Source: an optimization exercise on an open RTL-to-GDS flow (aim: small area, a short achievable clock period and few clock cycles per item). Production flows keep margins and buffers that such runs may drop. RTL that was checked went through simulation tests only; none was proved equivalent to the original. Power and IR drop assume default switching activity.

==> flow/design.v <==
package eeg_pkg;
    localparam int OPERAND_W = 31;
    localparam int COEF_W    = 32;
    function automatic logic [31:0] sub_bk(input logic [31:0] a, input logic [31:0] b);
        logic [31:0] g, p, c, t;
        logic [31:0] gg, pp;
        int s, i;
        t  = ~b;
        g  = a & t;
        p  = a ^ t;
        gg = g;
        pp = p;
        for (s = 1; s < 32; s = s * 2) begin
            for (i = 2 * s - 1; i < 32; i = i + 2 * s) begin
                gg[i] = gg[i] | (pp[i] & gg[i - s]);
                pp[i] = pp[i] & pp[i - s];
            end
        end
        for (s = 8; s >= 1; s = s / 2) begin
            for (i = 3 * s - 1; i < 32; i = i + 2 * s) begin
                gg[i] = gg[i] | (pp[i] & gg[i - s]);
                pp[i] = pp[i] & pp[i - s];
            end
        end
        c[0] = 1'b1;
        for (i = 1; i < 32; i = i + 1) begin
            c[i] = gg[i - 1] | pp[i - 1];
        end
        sub_bk = p ^ c;
    endfunction
endpackage
module eeg_ctrl (
    input  logic       i_clk,
    input  logic       i_rst_n,
    input  logic       i_req_valid,
    output logic       o_req_stall,
    output logic       o_rsp_valid,
    input  logic       i_rsp_stall,
    input  logic       i_r1_zero,    
    input  logic       i_ge1,        
    input  logic       i_ge2,        
    output logic       o_idle,       
    output logic       o_up,         
    output logic       o_lvl0,       
    output logic [3:0] o_ccmd        
);
    logic [4:0] r_lvl;
    logic       r_lvl0;
    logic       r_up;
    logic       r_busy;
    logic       r_done;
    logic       w_take;
    logic [3:0] r_ccmd;
    logic w_go_up;
    assign o_idle  = !r_busy;
    assign o_up    = r_up;
    assign w_go_up = r_up && i_ge2;
    assign o_lvl0  = r_lvl0;
    assign o_ccmd  = r_ccmd;
    assign o_rsp_valid = r_done;
    assign o_req_stall = r_busy;
    assign w_take      = r_done && !i_rsp_stall;
    always_ff @(posedge i_clk) begin
        if (!r_busy) begin
            r_lvl  <= 5'd0;
            r_lvl0 <= 1'b1;
            r_up   <= 1'b1;
        end else if (w_go_up) begin
            r_lvl  <= r_lvl + 5'd1;
            r_lvl0 <= 1'b0;
            r_up   <= 1'b1;
        end else if (!r_lvl0) begin
            r_lvl  <= r_lvl - 5'd1;
            r_lvl0 <= (r_lvl == 5'd1);
            r_up   <= 1'b0;
        end else begin
            r_up   <= 1'b1;
        end
    end
    always_ff @(posedge i_clk) begin
        r_ccmd[3] <= !r_busy || (r_lvl0 && r_up && !i_ge1);
        r_ccmd[2] <= w_go_up;
        r_ccmd[1] <= r_lvl0;
        r_ccmd[0] <= i_ge1;
    end
    always_ff @(posedge i_clk) begin
        if (!i_rst_n) begin
            r_busy <= 1'b0;
            r_done <= 1'b0;
        end else begin
            if (!r_busy) begin
                r_busy <= i_req_valid;
            end else if (w_take) begin
                r_busy <= 1'b0;
            end
            r_done <= r_busy && !w_take && i_r1_zero;
        end
    end
endmodule
module eeg_dp (
    input  logic        i_clk,
    input  logic [30:0] i_a,
    input  logic [30:0] i_b,
    input  logic        i_idle,
    input  logic        i_up,
    input  logic        i_lvl0,
    input  logic [3:0]  i_ccmd,
    output logic        o_r1_zero,
    output logic        o_ge1,
    output logic        o_ge2,
    output logic [94:0] o_rsp
);
    logic [30:0] r_r0, r_sr;
    logic [30:0] r_x0, r_sx, r_y0, r_sy;
    logic        r_xneg, r_yneg;
    logic [31:0] w_dr;
    logic [31:0] w_dx, w_dy;
    logic        w_ge1;
    assign w_dr  = {1'b0, r_r0} - {1'b0, r_sr};
    assign w_ge1 = !w_dr[31];
    assign o_ge1 = w_ge1;
    assign o_ge2 = !r_sr[30] && (r_r0 >= {r_sr[29:0], 1'b0});
    logic w_t, w_upt;
    assign w_t   = i_up ? o_ge2 : w_ge1;
    assign w_upt = i_up && w_t;
    always_ff @(posedge i_clk) begin
        if (i_idle) begin
            r_r0 <= i_a;
        end else if (i_lvl0) begin
            r_r0 <= w_upt ? r_r0 : r_sr;
        end else begin
            r_r0 <= (w_t ^ i_up) ? w_dr[30:0] : r_r0;
        end
        if (i_idle) begin
            r_sr <= i_b;
        end else if (w_upt) begin
            r_sr <= {r_sr[29:0], 1'b0};
        end else if (i_lvl0) begin
            r_sr <= w_ge1 ? w_dr[30:0] : r_r0;
        end else begin
            r_sr <= {1'b0, r_sr[30:1]};
        end
    end
    logic w_c_init, w_c_up, w_c_lvl0, w_c_sub;
    assign {w_c_init, w_c_up, w_c_lvl0, w_c_sub} = i_ccmd;
    assign w_dx = eeg_pkg::sub_bk({1'b0, r_x0}, {1'b0, r_sx});
    assign w_dy = eeg_pkg::sub_bk({1'b0, r_y0}, {1'b0, r_sy});
    always_ff @(posedge i_clk) begin
        if (w_c_init) begin
            r_x0   <= 31'd1;
            r_sx   <= 31'd0;
            r_y0   <= 31'd0;
            r_sy   <= 31'd1;
            r_xneg <= 1'b0;
            r_yneg <= 1'b0;
        end else if (w_c_up) begin
            r_sx <= {r_sx[29:0], 1'b0};
            r_sy <= {r_sy[29:0], 1'b0};
        end else if (w_c_lvl0) begin
            r_x0   <= r_sx;
            r_sx   <= w_c_sub ? w_dx[30:0] : r_x0;
            r_y0   <= r_sy;
            r_sy   <= w_c_sub ? w_dy[30:0] : r_y0;
            r_xneg <= r_yneg;
            r_yneg <= !r_yneg;
        end else begin
            if (w_c_sub) begin
                r_x0 <= w_dx[30:0];
                r_y0 <= w_dy[30:0];
            end
            r_sx <= {r_xneg, r_sx[30:1]};
            r_sy <= {r_yneg, r_sy[30:1]};
        end
    end
    assign o_r1_zero  = (r_sr == 31'd0);
    assign o_rsp      = {r_x0[30], r_x0, r_y0[30], r_y0, r_r0};
endmodule
module extended_euclid_gcd_unit (
    input  logic        i_clk,
    input  logic        i_rst_n,
    input  logic        i_req_valid,
    output logic        o_req_stall,
    input  logic [61:0] i_req,
    output logic        o_rsp_valid,
    input  logic        i_rsp_stall,
    output logic [94:0] o_rsp
);
    logic       w_idle, w_up, w_lvl0;
    logic [3:0] w_ccmd;
    logic       w_r1_zero, w_ge1, w_ge2;
    eeg_ctrl u_ctrl (
        .i_clk       (i_clk),
        .i_rst_n     (i_rst_n),
        .i_req_valid (i_req_valid),
        .o_req_stall (o_req_stall),
        .o_rsp_valid (o_rsp_valid),
        .i_rsp_stall (i_rsp_stall),
        .i_r1_zero   (w_r1_zero),
        .i_ge1       (w_ge1),
        .i_ge2       (w_ge2),
        .o_idle      (w_idle),
        .o_up        (w_up),
        .o_lvl0      (w_lvl0),
        .o_ccmd      (w_ccmd)
    );
    eeg_dp u_dp (
        .i_clk      (i_clk),
        .i_a        (i_req[61:31]),
        .i_b        (i_req[30:0]),
        .i_idle     (w_idle),
        .i_up       (w_up),
        .i_lvl0     (w_lvl0),
        .i_ccmd     (w_ccmd),
        .o_r1_zero  (w_r1_zero),
        .o_ge1      (w_ge1),
        .o_ge2      (w_ge2),
        .o_rsp      (o_rsp)
    );
endmodule
Settings: LEC_CHECK=0, CAP_MARGIN=20, CORE_MARGIN=2, CORE_UTILIZATION=40, SETUP_SLACK_MARGIN=5, SLEW_MARGIN=20; clock period 8.0 ns.
standard.sh (not shown) runs the stock make flow with config.mk's settings and CLKGATE_MAP_FILE= SYNTH_SCRIPT=/design/flow/synth_recipe.tcl, a recipe that flattens the netlist after the stock synthesis.
==> flow/flow/run.sh <==
#!/bin/bash
# Own flow: the standard layout, with the port buffers made from
# sky130_fd_sc_hd__buf_1 cells instead of the flow's default pick.
set -o pipefail
export BUFFER_PORTS_ARGS="-buffer_cell sky130_fd_sc_hd__buf_1"
bash standard.sh > standard.log 2>&1
Edit:
--- a/flow/design.v
+++ b/flow/design.v
@@ -111,8 +111,7 @@
     output logic [94:0] o_rsp
 );
     logic [30:0] r_r0, r_sr;
-    logic [30:0] r_x0, r_sx, r_y0, r_sy;
-    logic        r_xneg, r_yneg;
+    logic [31:0] r_x0, r_sx, r_y0, r_sy;
     logic [31:0] w_dr;
     logic [31:0] w_dx, w_dy;
     logic        w_ge1;
@@ -143,37 +142,33 @@
     end
     logic w_c_init, w_c_up, w_c_lvl0, w_c_sub;
     assign {w_c_init, w_c_up, w_c_lvl0, w_c_sub} = i_ccmd;
-    assign w_dx = eeg_pkg::sub_bk({1'b0, r_x0}, {1'b0, r_sx});
-    assign w_dy = eeg_pkg::sub_bk({1'b0, r_y0}, {1'b0, r_sy});
+    assign w_dx = eeg_pkg::sub_bk(r_x0, r_sx);
+    assign w_dy = eeg_pkg::sub_bk(r_y0, r_sy);
     always_ff @(posedge i_clk) begin
         if (w_c_init) begin
-            r_x0   <= 31'd1;
-            r_sx   <= 31'd0;
-            r_y0   <= 31'd0;
-            r_sy   <= 31'd1;
-            r_xneg <= 1'b0;
-            r_yneg <= 1'b0;
+            r_x0 <= 32'd1;
+            r_sx <= 32'd0;
+            r_y0 <= 32'd0;
+            r_sy <= 32'd1;
         end else if (w_c_up) begin
-            r_sx <= {r_sx[29:0], 1'b0};
-            r_sy <= {r_sy[29:0], 1'b0};
+            r_sx <= {r_sx[30:0], 1'b0};
+            r_sy <= {r_sy[30:0], 1'b0};
         end else if (w_c_lvl0) begin
-            r_x0   <= r_sx;
-            r_sx   <= w_c_sub ? w_dx[30:0] : r_x0;
-            r_y0   <= r_sy;
-            r_sy   <= w_c_sub ? w_dy[30:0] : r_y0;
-            r_xneg <= r_yneg;
-            r_yneg <= !r_yneg;
+            r_x0 <= r_sx;
+            r_sx <= w_c_sub ? w_dx : r_x0;
+            r_y0 <= r_sy;
+            r_sy <= w_c_sub ? w_dy : r_y0;
         end else begin
             if (w_c_sub) begin
-                r_x0 <= w_dx[30:0];
-                r_y0 <= w_dy[30:0];
-            end
-            r_sx <= {r_xneg, r_sx[30:1]};
-            r_sy <= {r_yneg, r_sy[30:1]};
+                r_x0 <= w_dx;
+                r_y0 <= w_dy;
+            end
+            r_sx <= {r_sx[31], r_sx[31:1]};
+            r_sy <= {r_sy[31], r_sy[31:1]};
         end
     end
     assign o_r1_zero  = (r_sr == 31'd0);
-    assign o_rsp      = {r_x0[30], r_x0, r_y0[30], r_y0, r_r0};
+    assign o_rsp      = {r_x0, r_y0, r_r0};
 endmodule
 module extended_euclid_gcd_unit (
     input  logic        i_clk,
=>
- The new run finished clean
- non-clock buffer count fell by 21
- sequential share of layout area rose by 1.4 points
- global-route usage fell by 1.6 points
- synthesized cell count is about the same
- setup slack gets better by 0.35 ns
- utilization fell by 1.8 points
- power fell by 3.8%
- die area fell by 0.66%
- first-iteration DRC count fell by 15%
- final area fell by 5.1%
- maximum frequency rose by 12%
- register-to-register slack gets better by 0.35 ns
Testbench counts after the change, summed over its fixed seeds: cycles 69,827, items 1,200.
Only the layout flow was run in the first run of this note; the RTL was not checked for function there.

==> what the ideal ports hide <==
The results above use ideal ports. As a check the final layouts listed here were re-extracted and re-timed, cells and wires unchanged.
Step 1 assumes that a clkbuf_16 drives the clock port and a buf_2 every other input.
Step 2 moves the port delays by t, midway between the first and last clock arrival at a register: inputs arrive t later, outputs are due t later. That takes back most of the time a late clock gives input paths.
a / b / c = no drivers / after step 1 / after step 2; a / b = the first two.
| run | shift t [ns] | setup WS [ns] | hold WS [ns] | worst setup path at the end | clock arrival spread, ns |
|---|---|---|---|---|---|
| the first run | 0.604 | 4.662 / 4.662 / 4.662 | 0.457 / 0.457 / 0.457 | register to register | 0.040 / 0.040 |
| the second run | 0.609 | 5.012 / 4.983 / 5.012 | 0.462 / 0.462 / 0.462 | register to register | 0.015 / 0.015 |
After both steps setup and hold are still met in every run listed.
